From an optimization exercise on the open Yosys and OpenROAD flow, aimed at small area, a short achievable clock period and few clock cycles; shortcuts taken in it are not production practice. In this exercise RTL edits were held to simulation tests only and were not proved equivalent to the original. Power figures rest on the tool's default switching activity, not on a simulated workload.

==> flow/design.v <==
`timescale 1ns / 1ps
package bmp_pkg;
   localparam logic [12:0] LIMIT_LEN    = 13'd4096;
   localparam logic [12:0] LIMIT_LEN_P1 = 13'd4097;
   localparam logic [5:0]  LIMIT_BITS   = 6'd32;
   localparam logic [7:0]  MARKER_BYTE  = 8'hFF;
   localparam logic [1:0] CSR_MAX_LEN   = 2'd0;
   localparam logic [1:0] CSR_MAX_BITS  = 2'd1;
   localparam logic [1:0] CSR_MIN_PLEN  = 2'd2;
   localparam logic [7:0] MT_OPEN   = 8'd1;
   localparam logic [7:0] MT_UPDATE = 8'd2;
   localparam logic [7:0] MT_LAST   = 8'd4;
   localparam logic [7:0] AT_ORIGIN  = 8'd1;
   localparam logic [7:0] AT_AS_PATH = 8'd2;
   localparam logic [7:0] AT_NHOP    = 8'd3;
   localparam logic [7:0] AT_MED     = 8'd4;
   localparam logic [7:0] AT_LPREF   = 8'd5;
   localparam logic [7:0] AT_ATOMIC  = 8'd6;
   localparam logic [7:0] AT_AGGR    = 8'd7;
   localparam logic [4:0] KIND_HEADER  = 5'd0;
   localparam logic [4:0] KIND_VERSION = 5'd1;
   localparam logic [4:0] KIND_ASN     = 5'd2;
   localparam logic [4:0] KIND_HOLD    = 5'd3;
   localparam logic [4:0] KIND_BGP_ID  = 5'd4;
   localparam logic [4:0] KIND_PARAM   = 5'd5;
   localparam logic [4:0] KIND_WDRAWN  = 5'd6;
   localparam logic [4:0] KIND_ORIGIN  = 5'd7;
   localparam logic [4:0] KIND_PATH    = 5'd8;
   localparam logic [4:0] KIND_NHOP    = 5'd9;
   localparam logic [4:0] KIND_MED     = 5'd10;
   localparam logic [4:0] KIND_LPREF   = 5'd11;
   localparam logic [4:0] KIND_ATOMIC  = 5'd12;
   localparam logic [4:0] KIND_AGGR    = 5'd13;
   localparam logic [4:0] KIND_NLRI    = 5'd14;
   localparam logic [4:0] KIND_EMPTY   = 5'd15;
   localparam logic [4:0] KIND_END     = 5'd16;
   localparam logic [3:0] ST_OK       = 4'd0;
   localparam logic [3:0] ST_MARKER   = 4'd1;
   localparam logic [3:0] ST_LENGTH   = 4'd2;
   localparam logic [3:0] ST_TYPE     = 4'd3;
   localparam logic [3:0] ST_PARAMS   = 4'd4;
   localparam logic [3:0] ST_PREFIX   = 4'd5;
   localparam logic [3:0] ST_ATOMIC   = 4'd6;
   localparam logic [3:0] ST_ATTR     = 4'd7;
   localparam logic [3:0] ST_NLRI     = 4'd8;
   localparam logic [3:0] ST_UNPARSED = 4'd9;
   localparam logic [4:0] PH_IDLE    = 5'd0;
   localparam logic [4:0] PH_MARKER  = 5'd1;
   localparam logic [4:0] PH_LEN     = 5'd2;
   localparam logic [4:0] PH_TYPE    = 5'd3;
   localparam logic [4:0] PH_O_VER   = 5'd4;
   localparam logic [4:0] PH_O_ASN   = 5'd5;
   localparam logic [4:0] PH_O_HOLD  = 5'd6;
   localparam logic [4:0] PH_O_ID    = 5'd7;
   localparam logic [4:0] PH_O_PLEN  = 5'd8;
   localparam logic [4:0] PH_O_PTYPE = 5'd9;
   localparam logic [4:0] PH_O_PLENB = 5'd10;
   localparam logic [4:0] PH_O_PVAL  = 5'd11;
   localparam logic [4:0] PH_U_WLEN  = 5'd12;
   localparam logic [4:0] PH_U_WPLEN = 5'd13;
   localparam logic [4:0] PH_U_WPFX  = 5'd14;
   localparam logic [4:0] PH_U_ALEN  = 5'd15;
   localparam logic [4:0] PH_A_FLAGS = 5'd16;
   localparam logic [4:0] PH_A_TYPE  = 5'd17;
   localparam logic [4:0] PH_A_LEN   = 5'd18;
   localparam logic [4:0] PH_V_ORIG  = 5'd19;   
   localparam logic [4:0] PH_V_NML   = 5'd20;   
   localparam logic [4:0] PH_V_AGGR  = 5'd21;   
   localparam logic [4:0] PH_AS_SEG  = 5'd22;   
   localparam logic [4:0] PH_AS_CNT  = 5'd23;   
   localparam logic [4:0] PH_AS_HI   = 5'd24;   
   localparam logic [4:0] PH_AS_LO   = 5'd25;   
   localparam logic [4:0] PH_N_PLEN  = 5'd26;
   localparam logic [4:0] PH_N_PFX   = 5'd27;
   localparam logic [4:0] PH_SKIP    = 5'd28;
   typedef struct packed {
      logic [4:0]  kind;
      logic [31:0] value;
      logic [15:0] aux;
   } rec_type;
   function automatic rec_type mk_rec(logic [4:0] kind, logic [31:0] value,
                                      logic [15:0] aux);
      rec_type r;
      r.kind  = kind;
      r.value = value;
      r.aux   = aux;
      mk_rec = r;
   endfunction
   function automatic rec_type end_rec(logic [12:0] pos, logic [7:0] mtype,
                                       logic [3:0] status);
      rec_type r;
      r.kind  = KIND_END;
      r.value = {19'd0, pos};
      r.aux   = {4'd0, status, mtype};
      end_rec = r;
   endfunction
endpackage
`timescale 1ns / 1ps
module bgp_message_parser_unit (
   input  logic        clock,
   input  logic        reset,
   input  logic        req_tvalid,
   output logic        req_tready,
   input  logic [7:0]  req_tdata,    
   input  logic        req_tuser,    
   output logic        rsp_tvalid,
   input  logic        rsp_tready,
   output logic [55:0] rsp_tdata,    
   output logic [4:0]  rsp_tuser,    
   output logic        rsp_tlast,    
   input  logic        csr_valid,
   output logic        csr_ready,
   input  logic [1:0]  csr_index,
   input  logic [12:0] csr_data
);
   logic [12:0] limp1_ff;
   logic [5:0]  blim_ff;
   logic [7:0]  min_plen_ff;
   logic        iv_ff, iv1_ff;
   logic [7:0]  ib_ff, ib1_ff;
   logic        iu_ff, iu1_ff;
   logic [4:0]  ph_ff, ph_in;
   logic [12:0] pos_ff, pos_in;      
   logic [12:0] mrem_ff, mrem_in;    
   logic [7:0]  mtype_ff, mtype_in;
   logic [31:0] acc_ff, acc_in;
   logic [11:0] bl_ff, bl_in;        
   logic [12:0] srem_ff, srem_in;    
   logic [7:0]  auxr_ff, auxr_in;    
   logic [1:0]  kidx_ff, kidx_in;    
   bmp_pkg::rec_type el_rec;           
   logic        first_end;           
   logic        st_end;              
   logic [3:0]  st0, st1;            
   logic        n1, n2;              
   logic [52:0] q0_ff;               
   logic [3:0]  q0_st;               
   logic        q0_ref;              
   logic        c1_ff, c2_ff;        
   logic go;                         
   logic rsp_fire;
   assign rsp_fire  = rsp_tvalid & rsp_tready;
   assign csr_ready = 1'b1;
   always_ff @(posedge clock) begin
      if (reset) begin
         limp1_ff    <= bmp_pkg::LIMIT_LEN_P1;
         blim_ff     <= bmp_pkg::LIMIT_BITS;
         min_plen_ff <= 8'd2;
      end else if (csr_valid) begin
         case (csr_index)
            bmp_pkg::CSR_MAX_LEN:
               limp1_ff <= (csr_data > bmp_pkg::LIMIT_LEN) ? bmp_pkg::LIMIT_LEN_P1 :
                           csr_data + 13'd1;
            bmp_pkg::CSR_MAX_BITS:
               blim_ff <= (csr_data[5:0] > bmp_pkg::LIMIT_BITS) ? bmp_pkg::LIMIT_BITS :
                          csr_data[5:0];
            bmp_pkg::CSR_MIN_PLEN:
               min_plen_ff <= csr_data[7:0];
            default: ;
         endcase
      end
   end
   logic lastb, need2;
   assign lastb = (ph_ff != bmp_pkg::PH_IDLE) && (ph_ff != bmp_pkg::PH_MARKER) &&
                  (ph_ff != bmp_pkg::PH_LEN) && (mrem_ff == 13'd1);
   assign need2 = (iu_ff && ph_ff != bmp_pkg::PH_IDLE) || lastb;
   logic elp;
   always_comb begin
      case (ph_ff)
         bmp_pkg::PH_TYPE, bmp_pkg::PH_O_VER, bmp_pkg::PH_O_PLEN, bmp_pkg::PH_O_PLENB,
         bmp_pkg::PH_U_WPLEN, bmp_pkg::PH_N_PLEN, bmp_pkg::PH_V_ORIG, bmp_pkg::PH_AS_LO:
            elp = !iu_ff;
         bmp_pkg::PH_O_ASN, bmp_pkg::PH_O_HOLD, bmp_pkg::PH_U_WPFX, bmp_pkg::PH_N_PFX,
         bmp_pkg::PH_A_LEN, bmp_pkg::PH_V_NML:
            elp = !iu_ff && (bl_ff == 12'd1);
         bmp_pkg::PH_V_AGGR:
            elp = !iu_ff && (bl_ff[3:0] == 4'd1);
         default:
            elp = 1'b0;
      endcase
   end
   logic pop_ok;
   assign pop_ok = rsp_tready && !q0_ref;
   assign go = iv_ff && (!c1_ff || (!c2_ff && (pop_ok || (!need2 && !elp))) ||
                         (c2_ff && pop_ok));
   assign req_tready = !iv1_ff;
   always_ff @(posedge clock) begin
      if (reset) begin
         iv_ff  <= 1'b0;
         iv1_ff <= 1'b0;
      end else begin
         iv_ff  <= iv1_ff || (iv_ff && !go) || req_tvalid;
         iv1_ff <= iv1_ff ? !go : (iv_ff && !go && req_tvalid);
      end
   end
   always_ff @(posedge clock) begin
      if (!iv_ff || (go && !iv1_ff)) begin
         ib_ff <= req_tdata;
         iu_ff <= req_tuser;
      end else if (go) begin
         ib_ff <= ib1_ff;
         iu_ff <= iu1_ff;
      end
      if (!iv1_ff) begin
         ib1_ff <= req_tdata;
         iu1_ff <= req_tuser;
      end
   end
   logic       pe;           
   logic [4:0] pe_kind;
   logic       pe_auxb;      
   always_comb begin
      pe      = 1'b0;
      pe_kind = bmp_pkg::KIND_HEADER;
      pe_auxb = 1'b0;
      case (ph_ff)
         bmp_pkg::PH_TYPE: begin
            pe = 1'b1; pe_kind = bmp_pkg::KIND_HEADER; pe_auxb = 1'b1;
         end
         bmp_pkg::PH_O_VER: begin
            pe = 1'b1; pe_kind = bmp_pkg::KIND_VERSION;
         end
         bmp_pkg::PH_O_ASN: begin
            pe = (bl_ff == 12'd1); pe_kind = bmp_pkg::KIND_ASN;
         end
         bmp_pkg::PH_O_HOLD: begin
            pe = (bl_ff == 12'd1); pe_kind = bmp_pkg::KIND_HOLD;
         end
         bmp_pkg::PH_O_PLEN: begin
            pe = 1'b1; pe_kind = bmp_pkg::KIND_BGP_ID; pe_auxb = 1'b1;
         end
         bmp_pkg::PH_O_PLENB: begin
            pe = 1'b1; pe_kind = bmp_pkg::KIND_PARAM;
         end
         bmp_pkg::PH_U_WPLEN: begin
            pe = (ib_ff == 8'd0); pe_kind = bmp_pkg::KIND_WDRAWN; pe_auxb = 1'b1;
         end
         bmp_pkg::PH_N_PLEN: begin
            pe = (ib_ff == 8'd0); pe_kind = bmp_pkg::KIND_NLRI; pe_auxb = 1'b1;
         end
         bmp_pkg::PH_U_WPFX: begin
            pe = (bl_ff == 12'd1); pe_kind = bmp_pkg::KIND_WDRAWN;
         end
         bmp_pkg::PH_N_PFX: begin
            pe = (bl_ff == 12'd1); pe_kind = bmp_pkg::KIND_NLRI;
         end
         bmp_pkg::PH_A_LEN: begin
            pe      = (bl_ff == 12'd1) && ({acc_ff[7:0], ib_ff} == 16'd0);
            pe_kind = (auxr_ff == bmp_pkg::AT_ATOMIC) ? bmp_pkg::KIND_ATOMIC :
                                                             bmp_pkg::KIND_EMPTY;
         end
         bmp_pkg::PH_V_ORIG: begin
            pe = 1'b1; pe_kind = bmp_pkg::KIND_ORIGIN;
         end
         bmp_pkg::PH_V_NML: begin
            pe      = (bl_ff == 12'd1);
            pe_kind = (auxr_ff == bmp_pkg::AT_NHOP) ? bmp_pkg::KIND_NHOP :
                      (auxr_ff == bmp_pkg::AT_MED)  ? bmp_pkg::KIND_MED :
                                                           bmp_pkg::KIND_LPREF;
         end
         bmp_pkg::PH_V_AGGR: begin
            pe = (bl_ff[3:0] == 4'd1); pe_kind = bmp_pkg::KIND_AGGR;
         end
         bmp_pkg::PH_AS_LO: begin
            pe = 1'b1; pe_kind = bmp_pkg::KIND_PATH;
         end
         default: ;
      endcase
   end
   function automatic logic nb_ge(logic [7:0] b, logic [12:0] x);
      nb_ge = (x == 13'd0) || (x == 13'd1 && b != 8'd0) || (x == 13'd2 && b > 8'd8) ||
              (x == 13'd3 && b > 8'd16) || (x == 13'd4 && b > 8'd24);
   endfunction
   always_comb begin : decode
      logic [7:0]  b;
      logic [11:0] bln;
      logic [12:0] sremn;
      logic [31:0] acc_sh;
      logic [31:0] acc_pf;
      logic [31:0] accx;       
      logic        clr;        
      logic [15:0] v;          
      logic        v_ge;       
      logic [3:0]  nb;
      logic        bl1;
      logic        lenknown;
      logic        ok;
      logic [4:0]  ph_ok;      
      logic        er;         
      logic [3:0]  er_st;
      logic        bnd;        
      logic [3:0]  bnd_st;
      logic        mk_bad;     
      b        = ib_ff;
      bln      = bl_ff - 12'd1;
      sremn    = srem_ff - 13'd1;
      bl1      = (bl_ff == 12'd1);
      lenknown = (ph_ff != bmp_pkg::PH_IDLE) && (ph_ff != bmp_pkg::PH_MARKER) &&
                 (ph_ff != bmp_pkg::PH_LEN);
      acc_sh   = {acc_ff[23:0], b};
      acc_pf   = acc_ff;
      case (kidx_ff)
         2'd0:    acc_pf[31:24] = b;
         2'd1:    acc_pf[23:16] = b;
         2'd2:    acc_pf[15:8]  = b;
         default: acc_pf[7:0]   = b;
      endcase
      v  = acc_sh[15:0];
      nb = (b == 8'd0) ? 4'd0 : (b <= 8'd8) ? 4'd1 : (b <= 8'd16) ? 4'd2 :
           (b <= 8'd24) ? 4'd3 : 4'd4;
      v_ge = (v >= {3'd0, srem_ff});
      ph_ok    = ph_ff;
      pos_in   = pos_ff + 13'd1;
      mrem_in  = mrem_ff - 13'd1;
      mtype_in = mtype_ff;
      accx     = acc_ff;
      clr      = 1'b0;
      bl_in    = bl_ff;
      srem_in  = srem_ff;
      auxr_in  = auxr_ff;
      kidx_in  = kidx_ff;
      ok       = 1'b0;
      er       = 1'b0;
      er_st    = bmp_pkg::ST_OK;
      case (ph_ff)
         bmp_pkg::PH_MARKER: begin
            if (b != bmp_pkg::MARKER_BYTE) begin
               er = 1'b1; er_st = bmp_pkg::ST_MARKER;
            end else if (pos_ff == 13'd15) begin
               ph_ok   = bmp_pkg::PH_LEN;
               bl_in   = 12'd2;
               srem_in = limp1_ff;
               clr   = 1'b1;
            end
         end
         bmp_pkg::PH_LEN: begin
            accx  = acc_sh;
            bl_in = bln;
            if (bl1) begin
               if (v < 16'd19 || v_ge) begin
                  er = 1'b1; er_st = bmp_pkg::ST_LENGTH;
               end else begin
                  mrem_in = v[12:0] - 13'd18;
                  ph_ok   = bmp_pkg::PH_TYPE;
               end
            end
         end
         bmp_pkg::PH_TYPE: begin
            mtype_in = b;
            clr      = 1'b1;
            auxr_in  = 8'd0;
            srem_in  = (mrem_ff < 13'd4) ? 13'd0 : mrem_ff - 13'd4;
            if (b < bmp_pkg::MT_OPEN || b > bmp_pkg::MT_LAST) begin
               er = 1'b1; er_st = bmp_pkg::ST_TYPE;
            end else begin
               bl_in   = 12'd2;
               if (b == bmp_pkg::MT_OPEN)        ph_ok = bmp_pkg::PH_O_VER;
               else if (b == bmp_pkg::MT_UPDATE) ph_ok = bmp_pkg::PH_U_WLEN;
               else                              ph_ok = bmp_pkg::PH_SKIP;
            end
         end
         bmp_pkg::PH_O_VER: begin
            srem_in = sremn;
            accx    = acc_sh;
            clr     = 1'b1;
            ph_ok   = bmp_pkg::PH_O_ASN;
            bl_in   = 12'd2;
         end
         bmp_pkg::PH_O_ASN, bmp_pkg::PH_O_HOLD: begin
            if (ph_ff == bmp_pkg::PH_O_HOLD) srem_in = sremn;
            accx  = acc_sh;
            bl_in = bln;
            if (bl1) begin
               ph_ok   = (ph_ff == bmp_pkg::PH_O_ASN) ? bmp_pkg::PH_O_HOLD : bmp_pkg::PH_O_ID;
               bl_in   = (ph_ff == bmp_pkg::PH_O_ASN) ? 12'd2 : 12'd4;
               clr     = 1'b1;
            end
         end
         bmp_pkg::PH_O_ID: begin
            srem_in = sremn;
            accx    = acc_sh;
            bl_in   = bln;
            if (bl1) ph_ok = bmp_pkg::PH_O_PLEN;
         end
         bmp_pkg::PH_O_PLEN: begin
            clr = 1'b1;
            if (b < min_plen_ff) begin
               er = 1'b1; er_st = bmp_pkg::ST_PARAMS;
            end else if ({5'd0, b} != srem_ff) begin
               er = 1'b1; er_st = bmp_pkg::ST_LENGTH;
            end else begin
               srem_in = {5'd0, b};
               ph_ok   = bmp_pkg::PH_O_PTYPE;
            end
         end
         bmp_pkg::PH_O_PTYPE: begin
            if (srem_ff < 13'd2) begin
               er = 1'b1; er_st = bmp_pkg::ST_PARAMS;
            end else begin
               srem_in = sremn;
               auxr_in = b;
               ph_ok   = bmp_pkg::PH_O_PLENB;
            end
         end
         bmp_pkg::PH_O_PLENB: begin
            accx    = acc_sh;
            clr     = 1'b1;
            srem_in = sremn;
            if ({5'd0, b} >= srem_ff) begin
               er = 1'b1; er_st = bmp_pkg::ST_PARAMS;
            end else begin
               bl_in   = {4'd0, b};
               ph_ok   = (b == 8'd0) ? bmp_pkg::PH_O_PTYPE : bmp_pkg::PH_O_PVAL;
            end
         end
         bmp_pkg::PH_O_PVAL: begin
            srem_in = sremn;
            bl_in   = bln;
            if (bl1) ph_ok = bmp_pkg::PH_O_PTYPE;
         end
         bmp_pkg::PH_U_WLEN: begin
            accx  = acc_sh;
            bl_in = bln;
            if (bl1) begin
               clr     = (v == 16'd0);
               srem_in = (v == 16'd0) ? mrem_in : v[12:0];
               bl_in   = 12'd2;
               if (v_ge) begin
                  er = 1'b1; er_st = bmp_pkg::ST_NLRI;
               end else begin
                  ph_ok = (v == 16'd0) ? bmp_pkg::PH_U_ALEN : bmp_pkg::PH_U_WPLEN;
               end
            end
         end
         bmp_pkg::PH_U_WPLEN, bmp_pkg::PH_N_PLEN: begin
            accx    = 32'd0;
            auxr_in = b;
            bl_in   = {8'd0, nb};
            kidx_in = 2'd0;
            if (ph_ff == bmp_pkg::PH_U_WPLEN) srem_in = sremn;
            if (b > {2'd0, blim_ff}) begin
               er = 1'b1; er_st = bmp_pkg::ST_PREFIX;
            end else if (ph_ff == bmp_pkg::PH_U_WPLEN && nb_ge(b, srem_ff)) begin
               er = 1'b1; er_st = bmp_pkg::ST_PREFIX;
            end else if (ph_ff == bmp_pkg::PH_N_PLEN && nb_ge(b, mrem_ff)) begin
               er = 1'b1; er_st = bmp_pkg::ST_NLRI;
            end else if (nb == 4'd0) begin
               if (ph_ff == bmp_pkg::PH_U_WPLEN && srem_ff == 13'd1) begin
                  ph_ok   = bmp_pkg::PH_U_ALEN;
                  bl_in   = 12'd2;
                  srem_in = mrem_in;
               end
            end else begin
               ph_ok = (ph_ff == bmp_pkg::PH_U_WPLEN) ? bmp_pkg::PH_U_WPFX :
                                                        bmp_pkg::PH_N_PFX;
            end
         end
         bmp_pkg::PH_U_WPFX, bmp_pkg::PH_N_PFX: begin
            if (ph_ff == bmp_pkg::PH_U_WPFX) srem_in = sremn;
            accx    = acc_pf;
            kidx_in = kidx_ff + 2'd1;
            bl_in   = bln;
            if (bl1) begin
               clr     = 1'b1;
               bl_in   = 12'd2;
               if (ph_ff == bmp_pkg::PH_U_WPFX && srem_ff == 13'd1) srem_in = mrem_in;
               if (ph_ff == bmp_pkg::PH_N_PFX)  ph_ok = bmp_pkg::PH_N_PLEN;
               else if (srem_ff == 13'd1)       ph_ok = bmp_pkg::PH_U_ALEN;
               else                             ph_ok = bmp_pkg::PH_U_WPLEN;
            end
         end
         bmp_pkg::PH_U_ALEN: begin
            accx    = acc_sh;
            bl_in   = bln;
            srem_in = sremn;
            if (bl1) begin
               srem_in = v[12:0];
               if (v_ge) begin
                  er = 1'b1; er_st = bmp_pkg::ST_NLRI;
               end else begin
                  ph_ok = (v == 16'd0) ? bmp_pkg::PH_N_PLEN : bmp_pkg::PH_A_FLAGS;
               end
            end
         end
         bmp_pkg::PH_A_FLAGS: begin
            srem_in = sremn;
            bl_in   = b[4] ? 12'd2 : 12'd1;
            if (srem_ff < (b[4] ? 13'd4 : 13'd3)) begin
               er = 1'b1; er_st = bmp_pkg::ST_ATTR;
            end else begin
               ph_ok = bmp_pkg::PH_A_TYPE;
            end
         end
         bmp_pkg::PH_A_TYPE: begin
            srem_in = sremn;
            auxr_in = b;
            clr     = 1'b1;
            ph_ok   = bmp_pkg::PH_A_LEN;
         end
         bmp_pkg::PH_A_LEN: begin
            srem_in = sremn;
            accx    = acc_sh;
            bl_in   = bln;
            if (bl1) begin
               bl_in = v[11:0];
               clr   = 1'b1;
               if (v_ge) begin
                  er = 1'b1; er_st = bmp_pkg::ST_ATTR;
               end else if (v == 16'd0) begin
                  ph_ok   = (srem_ff == 13'd1) ? bmp_pkg::PH_N_PLEN : bmp_pkg::PH_A_FLAGS;
               end else if (auxr_ff == bmp_pkg::AT_ATOMIC) begin
                  er = 1'b1; er_st = bmp_pkg::ST_ATOMIC;
               end else begin
                  case (auxr_ff)
                     bmp_pkg::AT_ORIGIN:  ok = (v == 16'd1);
                     bmp_pkg::AT_AS_PATH: ok = (v != 16'd1);
                     bmp_pkg::AT_NHOP,
                     bmp_pkg::AT_MED,
                     bmp_pkg::AT_LPREF:   ok = (v == 16'd4);
                     bmp_pkg::AT_AGGR:    ok = (v == 16'd6);
                     default:             ok = 1'b0;
                  endcase
                  if (!ok) begin
                     er = 1'b1; er_st = bmp_pkg::ST_ATTR;
                  end else begin
                     case (auxr_ff)
                        bmp_pkg::AT_ORIGIN:  ph_ok = bmp_pkg::PH_V_ORIG;
                        bmp_pkg::AT_AS_PATH: ph_ok = bmp_pkg::PH_AS_SEG;
                        bmp_pkg::AT_AGGR:    ph_ok = bmp_pkg::PH_V_AGGR;
                        default:             ph_ok = bmp_pkg::PH_V_NML;
                     endcase
                  end
               end
            end
         end
         bmp_pkg::PH_V_ORIG, bmp_pkg::PH_V_NML, bmp_pkg::PH_V_AGGR, bmp_pkg::PH_AS_SEG,
         bmp_pkg::PH_AS_CNT, bmp_pkg::PH_AS_HI, bmp_pkg::PH_AS_LO: begin
            srem_in = sremn;
            bl_in   = bln;
            accx    = acc_sh;
            case (ph_ff)
               bmp_pkg::PH_V_ORIG: begin
               end
               bmp_pkg::PH_V_NML: begin
               end
               bmp_pkg::PH_V_AGGR: begin
                  if (bl_ff == 12'd5) begin
                     bl_in   = {acc_sh[15:8], 4'd4};
                     auxr_in = acc_sh[7:0];
                     clr     = 1'b1;
                  end
               end
               bmp_pkg::PH_AS_SEG: begin
                  auxr_in = b;
                  ph_ok   = bmp_pkg::PH_AS_CNT;
               end
               bmp_pkg::PH_AS_CNT: begin
                  clr   = 1'b1;
                  ph_ok = bmp_pkg::PH_AS_HI;
                  if ({3'd0, b, 1'b1} != bl_ff) begin
                     er = 1'b1; er_st = bmp_pkg::ST_ATTR;
                  end
               end
               bmp_pkg::PH_AS_HI: begin
                  ph_ok = bmp_pkg::PH_AS_LO;
               end
               default: begin   
                  clr     = 1'b1;
                  ph_ok   = bmp_pkg::PH_AS_HI;
               end
            endcase
            if ((ph_ff == bmp_pkg::PH_V_AGGR) ? (bl_ff[3:0] == 4'd1) : bl1)
               ph_ok = (srem_ff == 13'd1) ? bmp_pkg::PH_N_PLEN : bmp_pkg::PH_A_FLAGS;
         end
         default: ;
      endcase
      acc_in = clr ? 32'd0 : accx;
      bnd    = lastb && !er;
      bnd_st = (ph_ok == bmp_pkg::PH_O_PTYPE || ph_ok == bmp_pkg::PH_N_PLEN) ?
               bmp_pkg::ST_OK :
               (ph_ok == bmp_pkg::PH_SKIP) ? bmp_pkg::ST_UNPARSED : bmp_pkg::ST_LENGTH;
      ph_in  = (er || bnd) ? bmp_pkg::PH_IDLE : ph_ok;
      el_rec.kind  = pe_kind;
      el_rec.value = accx;
      el_rec.aux   = pe_auxb ? {8'd0, b} :
                     {(ph_ff == bmp_pkg::PH_V_AGGR) ? bl_ff[11:4] : 8'd0, auxr_ff};
      first_end    = er || !pe;
      st0          = er ? er_st : bnd_st;
      st1          = bnd_st;
      st_end       = 1'b0;
      n1           = er || pe || lastb;
      n2           = pe && lastb && !er;
      mk_bad = (b != bmp_pkg::MARKER_BYTE);
      if (iu_ff) begin
         ph_in    = mk_bad ? bmp_pkg::PH_IDLE : bmp_pkg::PH_MARKER;
         pos_in   = 13'd1;
         mtype_in = 8'd0;
         first_end = 1'b1;
         st_end    = (ph_ff != bmp_pkg::PH_IDLE);
         st0       = st_end ? bmp_pkg::ST_LENGTH : bmp_pkg::ST_MARKER;
         st1       = bmp_pkg::ST_MARKER;
         n1        = st_end || mk_bad;
         n2        = st_end && mk_bad;
      end
      if (!go) begin
         n1 = 1'b0;
         n2 = 1'b0;
      end
   end
   always_ff @(posedge clock) begin
      if (reset) begin
         ph_ff <= bmp_pkg::PH_IDLE;
      end else if (go) begin
         ph_ff <= ph_in;
      end
   end
   always_ff @(posedge clock) begin
      if (go && (iu_ff || ph_ff != bmp_pkg::PH_IDLE)) pos_ff <= pos_in;
   end
   always_ff @(posedge clock) begin
      if (go) begin
         mrem_ff  <= mrem_in;
         mtype_ff <= mtype_in;
         acc_ff   <= acc_in;
         bl_ff    <= bl_in;
         srem_ff  <= srem_in;
         auxr_ff  <= auxr_in;
         kidx_ff  <= kidx_in;
      end
   end
   always_ff @(posedge clock) begin
      if (reset) begin
         c1_ff <= 1'b0;
         c2_ff <= 1'b0;
      end else begin
         c1_ff <= c2_ff || (c1_ff && !rsp_fire) || n1;
         c2_ff <= (c2_ff && !rsp_fire) || ((c2_ff || (c1_ff && !rsp_fire)) && n1) || n2;
      end
   end
   logic [3:0]  q1_st;
   logic        q0_free;
   bmp_pkg::rec_type end_ff;
   assign end_ff  = bmp_pkg::end_rec(pos_ff, mtype_ff, 4'd0);
   assign q0_free = !c1_ff || (!c2_ff && rsp_fire);
   always_ff @(posedge clock) begin
      if (q0_free) begin
         q0_ff  <= iu_ff ? end_ff : el_rec;
         q0_ref <= iu_ff ? !st_end : first_end;
         q0_st  <= first_end ? st0 : 4'd0;
      end else if (rsp_fire || q0_ref) begin
         q0_ff  <= end_ff;
         q0_ref <= 1'b0;
         if (rsp_fire) q0_st <= q1_st;
      end
      if (q0_free) begin
         q1_st <= st1;
      end else if (!c2_ff || rsp_fire) begin
         q1_st <= st0;
      end
   end
   bmp_pkg::rec_type head;
   assign head       = q0_ff;
   assign rsp_tvalid = c1_ff && !q0_ref;
   assign rsp_tuser  = head.kind;
   assign rsp_tlast  = head.kind[4];
   assign rsp_tdata  = {4'd0, q0_st, head.aux, head.value};
endmodule
==> flow/run.sh <==
#!/bin/bash
# synth_recipe.tcl (not shown) runs the flow's synth.tcl, then flattens the netlist and writes it again
# the make line also repeats each setting of config.mk as NAME=value (left out here)
make -C /OpenROAD-flow-scripts/flow DESIGN_CONFIG=/design/flow/config.mk WORK_HOME=/design/flow/orfs CLKGATE_MAP_FILE= SYNTH_SCRIPT=/design/flow/synth_recipe.tcl finish
==> flow/config.mk <==
export PLATFORM = sky130hd
export DESIGN_NAME = bgp_message_parser_unit
export DESIGN_NICKNAME = bgp_message_parser_unit
export VERILOG_FILES = /design/flow/design.v
export SDC_FILE = /design/flow/constraint.sdc
export NUM_CORES = 4
export LEC_CHECK = 0
export CAP_MARGIN = 20
export CORE_MARGIN = 2
export CORE_UTILIZATION = 40
export PLACE_DENSITY = 0.75
export SETUP_SLACK_MARGIN = 5.0
export SLEW_MARGIN = 20
export TNS_END_PERCENT = 5
==> flow/constraint.sdc <==
create_clock -name core_clock -period 8.5 [get_ports {clock}]
set_input_delay 1.7000 -clock core_clock [delete_from_list [all_inputs] [get_ports {clock}]]
set_output_delay 1.7000 -clock core_clock [all_outputs]
set_load 0.01 [all_outputs]
==> impl.org <==
** Final layout
- Of the cells placed in the final design, the portion with a size suffix greater than 1 is 14.2%.
- Excluding fillers, the count of instances in the completed layout stands at 2351.
- Sequential Area :: 6160 um^2
- In the final layout, the multi-input gates occupy 8660 um^2.
- Synthesis-to-layout area growth :: 24.0%
- The final layout contains 1900 nets.
- Final standard cell area without fillers :: 18700 um^2
- Count of fill cells added during filler insertion :: 3374
- 0 antenna diodes ended up in the layout.

** Logic synthesis
- Ys flop type :: sky130_fd_sc_hd__edfxtp_1
- The top cell type by area accounts for 36.1% of the synthesized area.
- Post-synthesis share of cell area spent on full adders, half adders and majority gates :: 4.22%
- Post-synthesis async set-or-reset flop share :: 0%
- Library cell occupying the most area in the post-synthesis netlist :: sky130_fd_sc_hd__edfxtp_1
- Summing the sequential cell areas from Yosys gives 40.9% of the chip area.
- Most frequent cell after synthesis :: sky130_fd_sc_hd__nor2_1
- List of most frequent post-synthesis cells :: 215 x sky130_fd_sc_hd__nor2_1, 181 x sky130_fd_sc_hd__edfxtp_1, 159 x sky130_fd_sc_hd__nand2_1
- After synthesis the cells add up to 15100 um^2.
- Number of synthesized flops with an enable pin :: 181
- After synthesis, the cell types taking the most area are sky130_fd_sc_hd__edfxtp_1 36%, sky130_fd_sc_hd__nor2_1 5.4%, sky130_fd_sc_hd__dfxtp_1 4.8%, sky130_fd_sc_hd__ha_1 4.2%, sky130_fd_sc_hd__nand2_1 4.0%.
- Summing the areas of all and, or, nand and nor instances in the mapped netlist gives 20.6% of the synthesized area.
- After synthesis, the largest family of logic cells by area is compound AO/OA/AOI/OAI gates.
- Synthesis produced a netlist whose cell count is 1709.
- Total of flip-flops plus latches after synthesis :: 217
- The number of different library cells used by synthesis comes to 82.
- Parity-gate share of the synthesized area counting xor and xnor cells :: 5.99%
- Multiplexer cells account for 2.42% of the synthesized area.
- Summing the areas of all compound-gate instances in the mapped netlist gives 20.9% of the synthesized area.
- After synthesis, the mean cell area works out to 8.82 um^2.
- For this run, the number of Yosys warnings is 1.

** GRT
- For this run, global-route usage on met1 was measured as 37.7%.
- The first global-routing pass estimated 85.8 mm of wire.
- Antenna violations before repair :: 1
- The via count of the first global-routing pass was 14000.
- Global routing finished with a remaining overflow of 0.
- Across every metal layer, demand over resource in global routing totals 28.7%.
- Entering global routing, the biggest net connects 67 pins.
- Most crowded layer after global routing :: met2
- In the global route stage, met2 resource usage came out at 44.0%.
- For this run, global-route usage on met3 was measured as 7.15%.

** Die
- Number of rows created at floorplan :: 71
- Die ar. :: 39200 um^2
- The region available for standard cell placement spans 37400 um^2.
- Vertical die dimension :: 198 um
- Measured along the x axis, the die boundary spans 198 um.
- Once the floorplan was initialized, standard cells occupied 40.3% of the core.
- In this run the count of I/O pins placed on the die edge is 94.

** CTS
- The clock passes through at most 3 buffers.
- Register clock-pin slew on the reported worst setup and hold paths :: 60 ps
- Clk sink count :: 217
- Clock Root Buffer :: sky130_fd_sc_hd__clkbuf_16
- The later pin in the worst-skew pair is clocked with a latency of 570 ps.
- TritonCTS clock tree :: yes
- TritonCTS buffer count :: 25
- In this run the number of H-tree levels came out at 1.

** Route
- The routed design has 57.7 mm of wire.
- First-iteration detailed-routing DRC count :: 2173
- Dividing the detail-routed wire length by the instance count gives 24.6 um.
- For this run, the detailed router's first-pass iteration total came to 10.
- The routed layout has 14800 vias.
- After detailed routing, the number of remaining DRC violations is 0.
- Number of nets still failing antenna checks after routing :: 0
- In the routed layout, each cell is associated on average with a via count of 6.31.

** Placement
- After detailed placement, the design holds a cell count of 2224.
- Area after detailed placement :: 16500 um^2
- Routability-driven placement finished with a final weighted congestion of 0.990.
- In this run the tool buffered the top-level ports with 88 buffer cells.
- After legalization and detailed placement, the total HPWL measured 37.6 mm.

** STA
- The final number of max-transition violations came to 0.
- Setup repair after global routing missed its margin :: true
- For the pin with the worst max-slew slack, the measured transition is 1050 ps.
- Static timing analysis puts the maximum clock frequency at 260 MHz.
- The worst path in the final design needs a cycle of 3840 ps, including I/O delays and setup.
- Between clock sinks in the finished design, the worst skew comes to 15.2 ps.
- Setup total negative slack on the finished layout was measured at 0 ps.
- Hold Fails Final Rpt :: 0
- Setup-failing EPs final :: 0
- After layout, the worst path uses 45.2% of the clock period.
- Relative max-transition margin :: 29.3%

** Flow run
- Max-cap violations in this run came to 0.

** Min path
- Worst hold-check path type :: reg -> reg

** Power
- Leakage component of the power :: 0.00679 uW
- Peak ir drop on the vdd network :: 0.148 mV
- For this design the ratio of total power to cell area is 157 nW/um^2.

** Critical path
- Across all register-to-register paths, the minimum setup slack is 4660 ps.
- Of all nets on the critical path, the largest fanout is 15.
- Worst Setup Start Kind :: register
- Required time of the worst setup path :: 8810 ps
- STA classifies the critical path endpoint as a register.
- Path type of the worst setup path :: reg -> reg
- STA puts the critical path data arrival time at 4150 ps.

** Status
- Run status :: complete, no violations
## metal layers
layer  part of all wire (%)  vias to the layer above
met5                   0.14                        -
met4                    5.5                        4
met3                     12                      202
met2                     44                     1033
met1                     39                     7061
li1                       -                     6538
## worst max-delay path, stage by stage, from the launching register on
cell                       delay (ps)
sky130_fd_sc_hd__edfxtp_1         500
sky130_fd_sc_hd__nor4_1           600
sky130_fd_sc_hd__nand3b_1         320
sky130_fd_sc_hd__a211oi_2         570
sky130_fd_sc_hd__nor3_1           110
sky130_fd_sc_hd__a21oi_1          280
sky130_fd_sc_hd__nand2b_2         420
sky130_fd_sc_hd__buf_4            340
sky130_fd_sc_hd__a21oi_1          150
sky130_fd_sc_hd__buf_4            270
## power breakdown
group	leakage, uW	switching [uW]	internal (uW)
sequential	0.00215	43.2	1230
clock	0.000415	470	665
combinational	0.00423	300	225
## metrics by stage
step | util (%) | worst slack (ps) | power, uW | hold WS, ps
after floorplan | - | 4750 | 1550 | 453
after global placement | 44.0 | 4170 | 1720 | 469
after detailed placement | 44.0 | 4090 | 1730 | 489
after CTS | 49.3 | 4860 | 2930 | 504
after global routing | 50.0 | 4620 | 3030 | 536
final | 50.0 | 4660 | 2940 | 497
## cell families after synthesis
| family | count (synthesis) |
|---|---|
| AOI/OAI and AO/OA | 464 |
| xor gates and xnor gates | 103 |
| adders and majority gates | 51 |
| buffers and inverters | 187 |
| DFF | 217 |
| muxes | 35 |
| other | 2 |
| and+or+nand+nor | 650 |
## what timing repair did
item | in CTS | in global routing
resized for setup | 89 | 23
gates cloned | 10 | 3
buffers inserted | 57 | 10
pin swaps | 26 | 14
hold buffers | 0 | 0
setup endpoints to repair | 231 | 225
## cells in the final DEF (no fill, tap or decap), types with 12 or more instances in the layout
cell,Yosys,final
sky130_fd_sc_hd__nor3_1,48,43
sky130_fd_sc_hd__ha_1,50,45
sky130_fd_sc_hd__mux2i_1,23,22
sky130_fd_sc_hd__nand2b_1,24,19
sky130_fd_sc_hd__a211oi_1,18,16
sky130_fd_sc_hd__clkbuf_16,0,28
sky130_fd_sc_hd__or3_1,23,20
sky130_fd_sc_hd__xor2_1,35,35
sky130_fd_sc_hd__nor2_1,215,209
sky130_fd_sc_hd__a31oi_1,13,13
sky130_fd_sc_hd__clkdlybuf4s50_1,0,87
sky130_fd_sc_hd__a21o_1,14,14
sky130_fd_sc_hd__edfxtp_1,181,181
sky130_fd_sc_hd__inv_1,57,53
sky130_fd_sc_hd__mux2_2,12,12
sky130_fd_sc_hd__nand2_1,159,157
sky130_fd_sc_hd__buf_4,7,91
sky130_fd_sc_hd__a22oi_1,28,28
sky130_fd_sc_hd__a222oi_1,27,27
sky130_fd_sc_hd__nor2b_1,20,17
sky130_fd_sc_hd__nand3_1,47,45
sky130_fd_sc_hd__a21oi_1,116,113
sky130_fd_sc_hd__and2_1,25,25
sky130_fd_sc_hd__and3_1,18,17
sky130_fd_sc_hd__o211ai_1,19,19
sky130_fd_sc_hd__nor4_1,20,12
sky130_fd_sc_hd__o21ai_0,110,106
sky130_fd_sc_hd__dfxtp_1,36,35
sky130_fd_sc_hd__xnor2_1,68,68
## flip-flops by register name, indices dropped and copies added (netlist names), 2 cells and up
register and cells:
q0_st 4, mrem_ff 13, kidx_ff 2, bl_ff 12, ph_ff 5, ib1_ff 8, q1_st 4, mtype_ff 8
pos_ff 13, auxr_ff 8, blim_ff 6, min_plen_ff 8, q0_ff 53, acc_ff 32, ib_ff 8, limp1_ff 13
srem_ff 13
## worst paths after layout
kind / startpoint / endpoint / cells after the start
max: mrem_ff[7]$_DFFE_PP_ / pos_ff[7]$_SDFFCE_PP0P_ / 9
min: blim_ff[2]$_SDFFE_PP0P_ / blim_ff[2]$_SDFFE_PP0P_ / 2
max reg2reg: mrem_ff[7]$_DFFE_PP_ / pos_ff[7]$_SDFFCE_PP0P_ / 9
min reg2reg: blim_ff[2]$_SDFFE_PP0P_ / blim_ff[2]$_SDFFE_PP0P_ / 2
## layout make-up
type | count | area share (%)
sequential | 217 | 32.9
timing repair buffer | 206 | 11.3
tap | 511 | 3.42
inverter | 60 | 1.25
multi-input combinational | 1308 | 46.3
clock buffer | 33 | 3.68
clock inverter | 13 | 0.884
timing repair inverter | 3 | 0.121
Testbench counts, summed over its fixed seeds: cycles 123,666.

-- static timing again, ports no longer ideal --
Ports are ideal in the flow. The routed layout listed here was re-timed in OpenROAD. Step 1 sets driving cells, clkbuf_16 on the clock port and buf_2 on the other inputs (assumed; they add their load-dependent delay and slew). Step 2, shift: input delay + t, output delay - t, t = (earliest + latest rising clock arrival at the registers) / 2. This alone moves slack from input paths to output paths. a / b / c = ideal / step 1 / step 2; a / b = the first two.
shift t [ns]: 0.611
slack for setup (ns): 4.658 / 4.658 / 4.183
hold WS [ns]: 0.497 / 0.497 / 0.497
latest minus earliest clock arrival (ns): 0.015 / 0.015
worst slew at a driven data input, ns: 0.05
After both steps this run still meets setup and hold. For this run, drivers alone change the setup slack by 0.000 ns; drivers and shift together by -0.475 ns.
